Source: an optimization exercise on an open RTL-to-GDS flow (aim: small area and few clock cycles per item). Production flows keep margins and buffers that such runs may drop.
Function was checked by simulation only, so behaviour that the tests miss may differ from the original.
Power figures rest on the tool's default switching activity, not on a simulated workload.

===== design.v =====
`default_nettype none
module lj_pair_scheduler #(
  parameter int ADDR_W       = 12,
  parameter int NUM_W        = 16,
  parameter int PIPE_LATENCY = 24,
  parameter int RING_LEN     = 13
) (
  input  logic              clock,
  input  logic              resetn,
  input  logic              start,
  input  logic [31:0]       ref_x,
  input  logic [31:0]       ref_y,
  input  logic [31:0]       ref_z,
  input  logic [ADDR_W-1:0] base_addr,
  input  logic [NUM_W-1:0]  num_neighbors,
  output logic              busy,
  output logic              done,
  output logic              nb_rd_en,
  output logic [ADDR_W-1:0] nb_rd_addr,
  input  logic [95:0]       nb_rd_data,
  output logic              pipe_ivalid,
  output logic              pipe_iready,
  output logic [31:0]       pipe_ref_x,
  output logic [31:0]       pipe_ref_y,
  output logic [31:0]       pipe_ref_z,
  output logic [31:0]       pipe_nb_x,
  output logic [31:0]       pipe_nb_y,
  output logic [31:0]       pipe_nb_z,
  input  logic              pipe_ovalid,
  input  logic [127:0]      pipe_force,
  output logic              force_valid,
  output logic [127:0]      force_data,
  output logic              force_last,
  input  logic              force_ready,
  output logic              err_unexpected
);
  localparam int L    = RING_LEN;
  localparam int CW   = $clog2(L + 1);
  localparam int GW   = $clog2(L);
  localparam int RTT  = PIPE_LATENCY + 1;
  localparam int HP0  = (L - (RTT % L)) % L;
  logic              run_q, done_q, iv_q, err_q;
  logic [CW-1:0]     cnt_q, avail_q;       
  logic [GW-1:0]     gap_q;                
  logic [L-1:0]      head_q;               
  logic [NUM_W-1:0]  rem_q;                
  logic [ADDR_W-1:0] addr_q;
  logic [95:0]       ref_q;
  logic [127:0]      ring_q [L];
  logic accept, have_work, inflight, arriving, stored, pop, empty_eff, iss, last;
  assign accept    = !run_q && !done_q && start;
  assign have_work = run_q && (rem_q != '0);
  assign inflight  = (cnt_q != avail_q);
  assign arriving  = pipe_ovalid && inflight;
  assign stored    = (avail_q != '0);
  assign pop       = (stored || arriving) && force_ready;
  assign empty_eff = (cnt_q == '0) || ((cnt_q == CW'(1)) && pop);
  assign iss       = have_work &&
                     (empty_eff || ((gap_q == '0) && ((cnt_q != CW'(L)) || pop)));
  assign last      = (rem_q == '0) && (cnt_q == CW'(1));
  always_ff @(posedge clock or negedge resetn) begin
    if (!resetn) begin
      run_q   <= 1'b0;
      done_q  <= 1'b0;
      iv_q    <= 1'b0;
      err_q   <= 1'b0;
      cnt_q   <= '0;
      avail_q <= '0;
      gap_q   <= '0;
      head_q  <= L'(1) << HP0;
      rem_q   <= '0;
      addr_q  <= '0;
    end else begin
      run_q   <= (accept && (num_neighbors != '0)) || (run_q && !(pop && last));
      done_q  <= (accept && (num_neighbors == '0)) || (run_q && pop && last);
      iv_q    <= iss;
      err_q   <= err_q || (pipe_ovalid && !inflight);
      cnt_q   <= cnt_q + CW'(iss) - CW'(pop);
      avail_q <= avail_q + CW'(arriving) - CW'(pop);
      if (iss)               gap_q <= '0;
      else if (gap_q == '0)  gap_q <= GW'(L - 1);
      else                   gap_q <= gap_q - GW'(1);
      if (iss && empty_eff)  head_q <= L'(1) << HP0;
      else if (!pop)         head_q <= {head_q[L-2:0], head_q[L-1]};
      rem_q   <= accept ? num_neighbors : (rem_q - NUM_W'(iss));
      addr_q  <= accept ? base_addr : (addr_q + ADDR_W'(iss));
    end
  end
  always_ff @(posedge clock) begin
    if (accept) ref_q <= {ref_z, ref_y, ref_x};
  end
  always_ff @(posedge clock) begin
    ring_q[0] <= arriving ? pipe_force : ring_q[L-1];
    for (int i = 1; i < L; i++) ring_q[i] <= ring_q[i-1];
  end
  always_comb begin
    force_data = stored ? '0 : pipe_force;
    for (int i = 0; i < L; i++)
      force_data = force_data | ({128{head_q[i] && stored}} & ring_q[i]);
  end
  assign busy           = run_q;
  assign done           = done_q;
  assign nb_rd_en       = iss;
  assign nb_rd_addr     = addr_q;
  assign pipe_ivalid    = iv_q;
  assign pipe_iready    = 1'b1;
  assign {pipe_ref_z, pipe_ref_y, pipe_ref_x} = ref_q;
  assign {pipe_nb_z, pipe_nb_y, pipe_nb_x}    = nb_rd_data;
  assign force_valid    = stored || arriving;
  assign force_last     = last;
  assign err_unexpected = err_q;
endmodule
`default_nettype wire

===== config.mk =====
export PLATFORM = sky130hd
export DESIGN_NAME = lj_pair_scheduler
export DESIGN_NICKNAME = lj_pair_scheduler
export VERILOG_FILES = /design/flow/design.v
export SDC_FILE = /design/flow/constraint.sdc
export NUM_CORES = 4
export LEC_CHECK = 0
export CAP_MARGIN = 20
export CORE_MARGIN = 2
export CORE_UTILIZATION = 45
export PLACE_DENSITY = 0.6
export SLEW_MARGIN = 20

===== run.sh =====
#!/bin/bash
# synth_recipe.tcl (not shown) runs the flow's synth.tcl, then flattens the netlist and writes it again
# the make line also repeats each setting of config.mk as NAME=value (left out here)
make -C /OpenROAD-flow-scripts/flow DESIGN_CONFIG=/design/flow/config.mk WORK_HOME=/design/flow/orfs CLKGATE_MAP_FILE= SYNTH_SCRIPT=/design/flow/synth_recipe.tcl finish

===== constraint.sdc =====
create_clock -name core_clock -period 6.0 [get_ports {clock}]
set_input_delay 1.2000 -clock core_clock [delete_from_list [all_inputs] [get_ports {clock}]]
set_output_delay 1.2000 -clock core_clock [all_outputs]
set_load 0.01 [all_outputs]

==> results.txt <==
==> power breakdown <==
group | internal [mW] | total [mW] | switching (mW)
Clock | 6.24 | 10.9 | 4.69
Combinational | 5.50 | 12.7 | 7.21
Sequential | 16.6 | 19.3 | 2.70
Total | 28.3 | 42.9 | 14.6
==> registers in the layout, indices dropped and copies added, names as in the netlist, 4 cells and up <==
signal,flops
gap_q,4
ref_q,96
ring_q,1664
cnt_q,4
addr_q,12
head_q,13
avail_q,4
rem_q,16
==> cell families (layout without fill, tap and decap cells) <==
group,count (synthesis),count (layout)
buf+inv,373,905
compound gates,896,896
fa+ha+maj,19,19
simple gates,802,802
other cells,1,2
xor+xnor,32,32
flops,1817,1817
==> metal layers <==
metal	routed length (um)	share of wire (%)	vias to the layer above
met2	71400	46	1493
met3	11900	7.6	246
met4	3430	2.2	16
met1	69000	44	16900
li1	-	-	15200
met5	90	0.058	-
==> cell type report <==
class | instances | area [sq um]
flip-flops and latches | 1817 | 37600
inverters | 26 | 105
clock buffers | 257 | 5130
well taps | 1500 | 1880
multi-input cells | 1750 | 11600
diodes | 1 | 2.50
repair buffers | 561 | 5640
clock inverters | 61 | 687
fillers | 9338 | 49900
==> stage by stage <==
step / util [%] / hold slack (ns) / setup slack, ns
final: 55.7 / 0.334 / 0.521
after global routing: 55.7 / 0.345 / 0.380
after CTS: 55.7 / 0.333 / 0.484
after detailed placement: 50.5 / 0.334 / 1.32
after global placement: 50.5 / 0.332 / 1.31
after floorplan: - / 0.330 / 0.707
==> cells in the mapped netlist (2+ instances only) <==
cell                          n
sky130_fd_sc_hd__dfxtp_1   1664
sky130_fd_sc_hd__dfrtp_1     56
sky130_fd_sc_hd__a222oi_1   185
sky130_fd_sc_hd__inv_1       26
sky130_fd_sc_hd__or4_4        2
sky130_fd_sc_hd__xnor2_1     14
sky130_fd_sc_hd__a21o_1       3
sky130_fd_sc_hd__fa_1         2
sky130_fd_sc_hd__ha_1        17
sky130_fd_sc_hd__nor2_1      14
sky130_fd_sc_hd__o21ai_2      2
sky130_fd_sc_hd__buf_4       98
sky130_fd_sc_hd__nor3_1       4
sky130_fd_sc_hd__xor2_1      18
sky130_fd_sc_hd__nand2_1    480
sky130_fd_sc_hd__buf_2       45
sky130_fd_sc_hd__o21ai_0     92
sky130_fd_sc_hd__nor2b_1      2
sky130_fd_sc_hd__clkbuf_1   178
sky130_fd_sc_hd__a22o_1     126
sky130_fd_sc_hd__a22oi_1    356
sky130_fd_sc_hd__nand3_1     61
sky130_fd_sc_hd__nand2b_1    47
sky130_fd_sc_hd__a221oi_2     4
sky130_fd_sc_hd__and3_1       4
sky130_fd_sc_hd__or3_1        3
sky130_fd_sc_hd__and2_1      10
sky130_fd_sc_hd__a221oi_1   110
sky130_fd_sc_hd__a21oi_1      8
sky130_fd_sc_hd__nand4_1    145
sky130_fd_sc_hd__edfxtp_1    96
sky130_fd_sc_hd__buf_1       11
sky130_fd_sc_hd__buf_6       13
sky130_fd_sc_hd__or2b_1      11
sky130_fd_sc_hd__nor4_1      10
==> final timing paths <==
kind	start	end	slack (ns)	cells past startpoint
setup / recovery	head_q[1]$_DFFE_PN1P_	force_data[0]	0.52	6
min in group asynchronous	resetn	head_q[4]$_DFFE_PN0P_	0.62	2
hold / removal	ring_q[10][5]$_DFF_P_	ring_q[11][5]$_DFF_P_	0.33	0
max in group asynchronous	resetn	head_q[7]$_DFFE_PN0P_	4.73	2
hold reg to reg	ring_q[10][5]$_DFF_P_	ring_q[11][5]$_DFF_P_	0.33	0
setup reg to reg	avail_q[2]$_DFF_PN0_	avail_q[2]$_DFF_PN0_	2.29	12
==> results.json <==
{
  "dr.pass1.iters": 9,
  "report.final.hold_viol_count": 0,
  "synth-edff-count": 96,
  "cts_buffer_depth": 3,
  "hpwlAfterDp_um": 90900,
  "fin_tns_setup_ns": 0,
  "finalCriticalPeriod_ns": 5.48,
  "cts-hold-fix-buffers": 0,
  "grt_first_pass_wirelength_um": 228000,
  "grt_use_total_pct": 26.2,
  "cellPowerDensity_nw_per_um2": 684,
  "cap_viol_max_count": 0,
  "stdcell_area_sq_um": 62700,
  "synthesis.instances": 3940,
  "min-delay-path-class": "reg -> reg",
  "timing.clock.skew_ns": 0.0243,
  "post_cts_resized": 0,
  "floorplan_core_area_sq_um": 113000,
  "timing.setup.critical_path_class": "reg -> out",
  "first_iter_violations": 3380,
  "yosys.cell_types.count": 58,
  "clk_tree_root_cell": "sky130_fd_sc_hd__clkbuf_16",
  "critPathMaxStageDelay_ns": 0.82,
  "total_power_mw": 42.9,
  "flops_latches_synth": 1817,
  "synth.avg_cell_area_sq_um": 13.0,
  "wire_per_inst_um": 26.1,
  "synth_xor_xnor_area_share_pct": 0.548,
  "gr-usage-met2_pct": 41.9,
  "rows": 123,
  "postSynth.topFlopCell": "sky130_fd_sc_hd__dfxtp_1",
  "dieArea_sq_um": 116000,
  "grt_util_met1_pct": 36.2,
  "cts-buffers-inserted": 173,
  "ant_nets": 0,
  "synth_top_family_by_area": "compound AO/OA/AOI/OAI gates",
  "synth_compound_gate_area_share_pct": 14.2,
  "buffers_inverters_on_critical_path": 3,
  "synth-async-reset-ratio_pct": 3.14,
  "grt-busiest-layer": "met2",
  "finalCritPeriodShare_pct": 91.3,
  "detail_route.vias_per_cell": 5.67,
  "static-leakage-power_nw": 24.9,
  "arrival_ns": 4.28,
  "post_synth_instance_area_sq_um": 51100,
  "finalNonFillerCells": 5973,
  "slowest_stage": "sky130_fd_sc_hd__dfstp_2",
  "synthSimpleGateAreaFrac_pct": 7.36,
  "synthesis.yosys.warnings": 2,
  "post_synth_mux_area_share_pct": 0,
  "worst_pin_slew_ns": 1.04,
  "finalSetupViolations": 0,
  "drc_violations": 0,
  "io_buffer_count": 499,
  "grt.overflow.total": 0,
  "detail_route.wirelength_um": 156000,
  "slew_violations": 0,
  "antenna_found_initial": 11,
  "first_global_vias": 34500,
  "dp.cells": 5654,
  "path_delay_family": "buffers and inverters",
  "dieWidth_um": 341,
  "grtUsageMet3_pct": 5.19,
  "layout_common_cells": "sky130_fd_sc_hd__dfxtp_1 (1664), sky130_fd_sc_hd__clkdlybuf4s50_1 (498), sky130_fd_sc_hd__nand2_1 (480)",
  "relSlewSlack_pct": 30.7,
  "ioPinCount": 693,
  "critical_path.startpoint_type": "register",
  "path_max_fanout": 45,
  "post_layout_nets": 4701,
  "timing.critical_path.required_ns": 4.80,
  "max_freq_mhz": 183,
  "synthesis.nets": 4312,
  "area_delta_synth_final_pct": 22.6,
  "synth_area_leaders": "sky130_fd_sc_hd__dfxtp_1 (65%), sky130_fd_sc_hd__edfxtp_1 (5.6%), sky130_fd_sc_hd__a22oi_1 (5.2%)",
  "cts_tree": "yes",
  "clk_pin_slew_ns": 0.06,
  "post_cts_buffers": 0,
  "die_height_um": 341,
  "cp_cell_instances": "inv_1 -> nor2_4 -> buf_4 -> a22oi_1 -> nand4_1 -> clkdlybuf4s50_1",
  "post_route_cells_drive_above_1_share_pct": 8.52,
  "finalWeightedCongestion": 0.801,
  "endpoint_kind": "primary output",
  "share_of_synthesized_area_occupied_by_flip_flops_and_latches_pct": 73.6,
  "tritoncts_num_sinks": 1817,
  "ir_drop_v": 0.000436,
  "clock_latency_on_the_worst_skew_pair_ns": 0.78,
  "rsz0062_at_grt": "false",
  "final_common_cell": "sky130_fd_sc_hd__dfxtp_1",
  "synth-adder-area-share_pct": 0.494,
  "post_dp_cell_area_sq_um": 56900,
  "run_status": "timing/DRC/antenna clean",
  "grt_max_degree": 130,
  "htree_levels": 4,
  "start_util_pct": 45.4,
  "synth_top_area_cell": "sky130_fd_sc_hd__dfxtp_1",
  "yosysTopAreaCellShare_pct": 65.1,
  "vias_after_detailed_routing": 33900
}
Testbench counts, summed over its fixed seeds: cycles 44,607, items 18,420.

## re-timing with driven ports
In the flow no input, the clock included, has a driving cell. The finished layout below was timed again as built, in two steps.
Step 1, drivers: a clkbuf_16 drives clock and a buf_2 each remaining input, both assumed.
Step 2, shift: input delay + t, output delay - t, t = (earliest + latest rising clock arrival at the registers) / 2. This alone moves slack from input paths to output paths.
Three values: no drivers, after step 1, after step 2; two values: the first two.
t (ns): 0.839
slack for setup (ns): 0.521 / 0.447 / 1.287
hold slack, ns: 0.334 / 0.334 / 0.334
latest minus earliest clock arrival (ns): 0.026 / 0.025
After both steps this run still meets setup and hold. The setup slack of this run moves by -0.074 ns with the drivers and by +0.766 ns with both steps.
